Context: an optimization exercise on an open-source flow, tuned for small area. The choices shown serve that exercise and are no tape-out recipe. Function not checked in this run: the RTL went through the layout flow alone. Power figures rest on the tool's default switching activity, not on a simulated workload.

[flow/run.sh]
#!/bin/bash
# synth_recipe.tcl (not shown) runs the flow's synth.tcl, then flattens the netlist and writes it again
# the make line also repeats each setting of config.mk as NAME=value (left out here)
make -C /OpenROAD-flow-scripts/flow DESIGN_CONFIG=/design/flow/config.mk WORK_HOME=/design/flow/orfs CLKGATE_MAP_FILE= SYNTH_SCRIPT=/design/flow/synth_recipe.tcl finish
[flow/config.mk]
export PLATFORM = sky130hd
export DESIGN_NAME = datapath
export DESIGN_NICKNAME = datapath
export VERILOG_FILES = /design/flow/design.v
export SDC_FILE = /design/flow/constraint.sdc
export NUM_CORES = 4
export LEC_CHECK = 0
export CAP_MARGIN = 20
export CORE_MARGIN = 2
export CORE_UTILIZATION = 50
export CTS_BUF_LIST = sky130_fd_sc_hd__clkbuf_8
export SETUP_SLACK_MARGIN = 0.2
export SLEW_MARGIN = 20
export SYNTH_HIERARCHICAL = 1
[flow/constraint.sdc]
create_clock -name core_clock -period 7.5 [get_ports {Clk}]
set_input_delay 1.5000 -clock core_clock [delete_from_list [all_inputs] [get_ports {Clk}]]
set_output_delay 1.5000 -clock core_clock [all_outputs]
set_load 0.01 [all_outputs]
[flow/design.v]
module datapath (
  input  logic        Clk,
  input  logic        Reset,
  input  logic [7:0]  D_Addr,
  input  logic        D_Wr,
  input  logic        RF_s,
  input  logic        RF_W_en,
  input  logic [3:0]  RF_W_Addr,
  input  logic [3:0]  RF_Ra_Addr,
  input  logic [3:0]  RF_Rb_Addr,
  input  logic [2:0]  ALU_s0,
  output logic [15:0] Ra_Data,
  output logic [15:0] Rb_Data,
  output logic [15:0] ALU_Out,
  output logic [15:0] W_Data,
  output logic [2:0]  Flags
);
  logic [15:0]        rf  [16];
  logic [15:0]        mem [256];
  logic [15:0]        rd_data;
  assign Ra_Data = rf[RF_Ra_Addr];
  assign Rb_Data = rf[RF_Rb_Addr];
  logic [15:0] rf_load;
  logic [15:0] rf_wn;      
  assign rf_wn = ~W_Data | {16{Reset}};
  for (genvar r = 0; r < 16; r++) begin : g_rf
    assign rf_load[r] = Reset | (RF_W_en & (RF_W_Addr == 4'(r)));
    for (genvar b = 0; b < 16; b++) begin : g_b
      logic nxt;
      dp_hold u (.load(rf_load[r]), .dn(rf_wn[b]), .q(rf[r][b]), .d(nxt));
      always_ff @(posedge Clk) rf[r][b] <= nxt;
    end
  end
  logic        op_sub, op_inc, op_arith;
  logic [15:0] b_in;
  logic [16:0] sum;
  logic        alu_c;
  assign op_sub   = (ALU_s0 == 3'b001);
  assign op_inc   = (ALU_s0 == 3'b110);
  assign op_arith = (ALU_s0 == 3'b000) | op_sub | op_inc;
  assign b_in     = op_inc ? 16'h0000 : (op_sub ? ~Rb_Data : Rb_Data);
  assign sum      = {1'b0, Ra_Data} + {1'b0, b_in} + {16'h0000, op_sub | op_inc};
  assign alu_c    = op_arith & (sum[16] ^ op_sub);
  always_comb begin
    case (ALU_s0)
      3'b000, 3'b001, 3'b110: ALU_Out = sum[15:0];
      3'b010:                 ALU_Out = Ra_Data;
      3'b011:                 ALU_Out = Ra_Data | Rb_Data;
      3'b100:                 ALU_Out = Ra_Data & Rb_Data;
      3'b101:                 ALU_Out = Ra_Data ^ Rb_Data;
      default:                ALU_Out = 16'h0000;
    endcase
  end
  assign W_Data = RF_s ? rd_data : ALU_Out;
  always_ff @(posedge Clk) begin
    if (Reset)                 Flags <= '0;
    else if (RF_W_en && !RF_s) Flags <= {alu_c, ALU_Out[15], ALU_Out == 16'h0000};
  end
  logic [15:0]  dec_hi, dec_lo, wdec_lo;
  logic [255:0] sel_n;     
  logic         mem_we;
  assign mem_we = D_Wr & ~Reset;
  always_comb begin
    dec_hi = '0;
    dec_lo = '0;
    dec_hi[D_Addr[7:4]] = 1'b1;
    dec_lo[D_Addr[3:0]] = 1'b1;
  end
  assign wdec_lo = dec_lo & {16{mem_we}};
  logic [255:0] mem_load;
  logic [15:0]  mem_wn;
  assign mem_wn = ~Ra_Data;
  for (genvar w = 0; w < 256; w++) begin : g_word
    assign sel_n[w]    = ~(dec_hi[w / 16] & dec_lo[w % 16]);
    assign mem_load[w] = dec_hi[w / 16] & wdec_lo[w % 16];
    for (genvar b = 0; b < 16; b++) begin : g_b
      logic nxt;
      dp_hold u (.load(mem_load[w]), .dn(mem_wn[b]), .q(mem[w][b]), .d(nxt));
      always_ff @(posedge Clk) mem[w][b] <= nxt;
    end
  end
  logic [15:0] rd_next;
  for (genvar b = 0; b < 16; b++) begin : g_bit
    logic [127:0] l1;
    logic [31:0]  l2;
    logic [7:0]   l3;
    logic [1:0]   l4;
    for (genvar k = 0; k < 128; k++) begin : g_l1
      dp_oai22 u (.a1(mem[2*k][b]), .a2(sel_n[2*k]), .b1(mem[2*k+1][b]), .b2(sel_n[2*k+1]), .y(l1[k]));
    end
    for (genvar k = 0; k < 32; k++) begin : g_l2
      dp_nor4 u (.a(l1[4*k]), .b(l1[4*k+1]), .c(l1[4*k+2]), .d(l1[4*k+3]), .y(l2[k]));
    end
    for (genvar k = 0; k < 8; k++) begin : g_l3
      dp_nand4 u (.a(l2[4*k]), .b(l2[4*k+1]), .c(l2[4*k+2]), .d(l2[4*k+3]), .y(l3[k]));
    end
    for (genvar k = 0; k < 2; k++) begin : g_l4
      dp_nor4 u (.a(l3[4*k]), .b(l3[4*k+1]), .c(l3[4*k+2]), .d(l3[4*k+3]), .y(l4[k]));
    end
    assign rd_next[b] = l4[0] & l4[1];
  end
  always_ff @(posedge Clk) begin
    if (Reset) rd_data <= '0;
    else       rd_data <= rd_next;
  end
endmodule
module dp_hold (
  input  logic load, dn, q,
  output logic d
);
  logic keep_n;
  dp_nor2  u_k (.a(load), .b(q), .y(keep_n));
  dp_a21oi u_d (.a1(load), .a2(dn), .b1(keep_n), .y(d));
endmodule
module dp_nor2 (
  input  logic a, b,
  output logic y
);
  assign y = ~(a | b);
endmodule
module dp_a21oi (
  input  logic a1, a2, b1,
  output logic y
);
  assign y = ~((a1 & a2) | b1);
endmodule
module dp_oai22 (
  input  logic a1, a2, b1, b2,
  output logic y
);
  assign y = ~((a1 | a2) & (b1 | b2));
endmodule
module dp_nor4 (
  input  logic a, b, c, d,
  output logic y
);
  assign y = ~(a | b | c | d);
endmodule
module dp_nand4 (
  input  logic a, b, c, d,
  output logic y
);
  assign y = ~(a & b & c & d);
endmodule
==> results.txt <==
critical-path cell list=buf_4 -> buf_4 -> nor2_1 -> a222oi_1 -> a2bb2oi_1 -> a31oi_1 -> buf_4 -> ha_1 -> buf_6 -> nand3_1 -> o2111ai_2 -> a2111oi_4 -> nor3_4 -> buf_4 -> a21o_1 -> nand4b_1 -> o211ai_1 -> mux2_4 -> dlygate4sd2_1; vias post-DR=138443; internal reg-to-reg setup slack=2.62 ns; hold wc startpoint=mem[73][3]; NumNets Final=18980; largest family of logic cells by synthesized area=compound AO/OA/AOI/OAI gates; number of global-route vias before repair=128280; critical path endpoint category=output pin; Vias per Instance=5.77; post-synthesis adder-cell area fraction=0.423%; simple-gate share of the synthesized area=approximately 16%; Final min period=7.26 ns; Largest stage delay, worst path=roughly 0.47 ns; Worst Path Max Fanout=17; CTS sink cnt=4371; Post-route DRC=0; R2R Path Start=rf[13][0]; slowest CP cell=a31oi_1; complex-gate fraction of the synthesized area=31.4%; clk_skew=just over 0.09 ns; area of the multi-input gates=0.0861 mm²; Cell Count, Final, Fillers Out=24006; post-placement cell count=about 23000; worst vdd ir=between 150 and 200 µV; Worst R2R End=Flags[0]; final WL=596 mm; worst hold path depth=2; latest clock arrival within the worst-skew pair=1.29 ns; worst-case clock buffer depth=4; clock-pin slew on the worst setup and hold paths=0.05 ns; asr flop ratio synth=0%; crit path DAT=5.76 ns; area of the mapped netlist=~0.17 mm²; Max-slew headroom=a little under a fifth; flops & latches, synth=4371; antenna violations before repair=32; most frequent CP cell=buf_4; Worst EP required=6.00 ns; number of port buffers=94; Post-Syn Area per Cell=9.82 µm²; FILL cells=31435; warnings from Yosys=11; routability congestion estimate=0.954; critical path class=input port to output pin; max-cap viol count=0; Tot GR Track Use=between 30% and 40%; core area=0.343 mm²; XOR/XNOR Fraction of Synth Area=0.0611%; synthesis-to-layout area growth=16.8%; Num CTS Buffers=between 700 and 800; Worst-Margin Slew=between 1 and 1.5 ns; Root Driver=clkbuf_8; DR pass1 iterations=6; Initial Utilization=between 50 and 60%; Hold Slack=0.490 ns; Pwr Density=~270 mW/mm²; # IOs=95; ratio of cells with drive above 1 in the final layout=36.4%; chip width=about 590 µm; RSZ-0062 raised after global routing=true; Net Count, Synth=about 18000; Final Hold Vio Count=0; most frequent cells in the layout=nor2_1, dfxtp_1, a21oi_2; post-DP HPWL=383 mm; Critical path buffers and inverters=6; CP Launch Type=input port; Max Clock Freq=0.138 GHz; post-synthesis mux area share=less than 1%; setup violators final=0; FP Rows=215; total gr overflow=0; htree depth=6; Slew Limit Fails=0; drt initial violations=approximately 12000; WL per Instance=24.8 µm; first-pass GRT wire length=871 mm; worst min-delay path class=flop to flop; Die Footprint=0.349 mm²; number of enable flip-flop cells after synthesis=0; largest net degree at the start of global routing=111; reg2reg path depth=21; most common cell after layout, fill and taps aside=nor2_1; worst min-delay path endpoint=mem[73][3]; Die H=591 µm; top cell family by delay on the critical path=compound AO/OA/AOI/OAI gates; Seq/Total Area, Yosys=around half; outcome=no timing/DRC/antenna violations; Lkg Pwr=~73 nW; count of different cell masters after synthesis=77; total area of sequential cells=0.0875 mm²; Post-Synthesis Cells=17513; Top FF cell, synth=dfxtp_1; CTS Hold Buffers Added=0; CTS tree=yes; Tcrit/Tclk final=96.8%; Final ANT Viol Nets=0
==> worst register-to-register path, delay by kind of cell (launching register included) <==
family                   cells  cell delay, ns
AO/OA/AOI/OAI               10            1.96
adder cells (fa/ha/maj)      2            0.80
AND/OR/NAND/NOR              3            0.79
buffers and inverters        4            0.57
flip-flops                   1            0.37
multiplexers                 1            0.17
XOR/XNOR                     1            0.14
==> layer usage <==
metal | vias up | wire length, µm | global-route usage [%]
met5 | - | 117 | 0
li1 | 67318 | - | -
met2 | 4242 | 259000 | 50.7
met1 | 65809 | 272000 | 46.2
met3 | 1058 | 41500 | 5.81
met4 | 16 | 23500 | 12.6
==> kinds of logic after synthesis <==
group / after synthesis
AOI/OAI and AO/OA: 6829
and+or+nand+nor: 5923
DFF: 4371
buffers and inverters: 241
muxes: 80
adders and majority gates: 57
xor gates and xnor gates: 12
==> modules after synthesis (local to each module, per instance), a selection <==
| module | times used | cell area (µm²) | flip-flops and latches | cells inside |
|---|---|---|---|---|
| dp_nor2 | 4352 | 3.75 | 0 | 1 |
| dp_oai22 | 2048 | 6.26 | 0 | 1 |
| dp_a21oi | 4352 | 8.76 | 0 | 1 |
| dp_nand4 | 128 | 6.26 | 0 | 1 |
| datapath | 1 | 97100 | 4371 | 6089 |
| dp_nor4 | 544 | 12.5 | 0 | 1 |
==> repair_timing <==
item	4_1_cts	5_1_grt
gates resized for setup	68	51
pin swaps	20	32
setup endpoints to repair	23	21
buffers inserted	7	16
cloned	0	0
==> how the worst max path moves through the flow <==
stage          depth (start not counted)           from  slack, ns          end
2_1_floorplan                         16  RF_Ra_Addr[0]      -8.28   W_Data[11]
4_1_cts                               22  RF_Rb_Addr[1]       0.12   W_Data[12]
3_5_place_dp                          21  RF_Rb_Addr[2]      -0.72   W_Data[12]
5_1_grt                               22  RF_Rb_Addr[1]       0.13  ALU_Out[14]
6_report                              19  RF_Ra_Addr[0]       0.24   W_Data[13]
3_3_place_gp                          21  RF_Rb_Addr[2]      -0.79   W_Data[12]
==> per-stage QoR <==
stage	area, µm²	total power, mW	TNS (ns)	setup WS, ns	utilization [%]
2_1_floorplan	172000	30.4	-	-8.28	-
3_3_place_gp	186000	33.3	-8.39	-0.788	54.3
3_5_place_dp	186000	33.4	-7.24	-0.716	54.3
4_1_cts	200000	53.7	0	0.117	58.5
5_1_grt	201000	55.4	0	0.132	58.6
6_report	201000	53.6	0	0.240	58.6
==> power breakdown <==
group          internal (mW)  total [mW]  switching [mW]
Combinational           2.28        7.45            5.17
Clock                   10.8        20.5            9.72
Sequential              24.7        25.6           0.982
Total                   37.7        53.6            15.9
==> layout make-up <==
class	count	share of cell area, %
antenna	9	0.0112
timing repair buffer	849	3.58
multi-input combinational	12901	42.8
clock inverter	378	0.941
tap	4557	2.84
inverter	55	0.148
clock buffer	886	6.07
sequential	4371	43.6
==> cells in the mapped netlist (all sizes together), types with 5 or more instances <==
master / count / area, µm²
nor2: 4665 / 17500
a21oi: 4429 / 38500
dfxtp: 4371 / 87500
o22ai: 2074 / 13000
nor4: 546 / 6820
nand2: 359 / 1350
clkbuf: 157 / 589
nand4: 150 / 938
a22oi: 98 / 736
o21ai: 56 / 280
ha: 55 / 688
inv: 55 / 206
mux2i: 54 / 541
nand3: 48 / 240
a22o: 38 / 333
buf: 29 / 171
nor2b: 29 / 181
mux2: 25 / 285
a221oi: 24 / 210
and3: 24 / 150
and2: 21 / 131
nand2b: 20 / 125
nand3b: 19 / 143
nor3: 18 / 90.1
o22a: 17 / 149
a31oi: 12 / 75.1
a221o: 11 / 110
a21o: 7 / 52.6
a32oi: 7 / 61.3
xnor2: 6 / 52.6
xor2: 6 / 52.6
a2111oi: 5 / 51.3
a32o: 5 / 50.1
nor3b: 5 / 37.5
o31ai: 5 / 37.5
==> registers in the layout, summed over array words and instances (netlist names) <==
register  cells
Flags         3
mem        4096
rf          256
rd_data      16

[re-timing with driven ports]
The results above use ideal ports. As a check the final layout listed here was re-extracted and re-timed, cells and wires unchanged. Step 1 (the two cells are an assumption about what drives the block):
set clk [get_ports {Clk}]
set_driving_cell -lib_cell sky130_fd_sc_hd__clkbuf_16 $clk
set_driving_cell -lib_cell sky130_fd_sc_hd__buf_2 [delete_from_list [all_inputs] $clk]
Step 2 also shifts input and output timing later by t, the mid clock arrival at the registers, as if the neighbouring blocks saw the same clock. Slacks: no drivers / after step 1 / after step 2; pairs: no drivers / after step 1.
t (ns): 1.341
setup WS [ns]: 0.240 / 0.167 / 0.167
worst slew at a driven data input, ns: 0.14
After both steps setup and hold are still met in this run. The setup slack of this run moves by -0.073 ns with the drivers and by -0.073 ns with both steps.
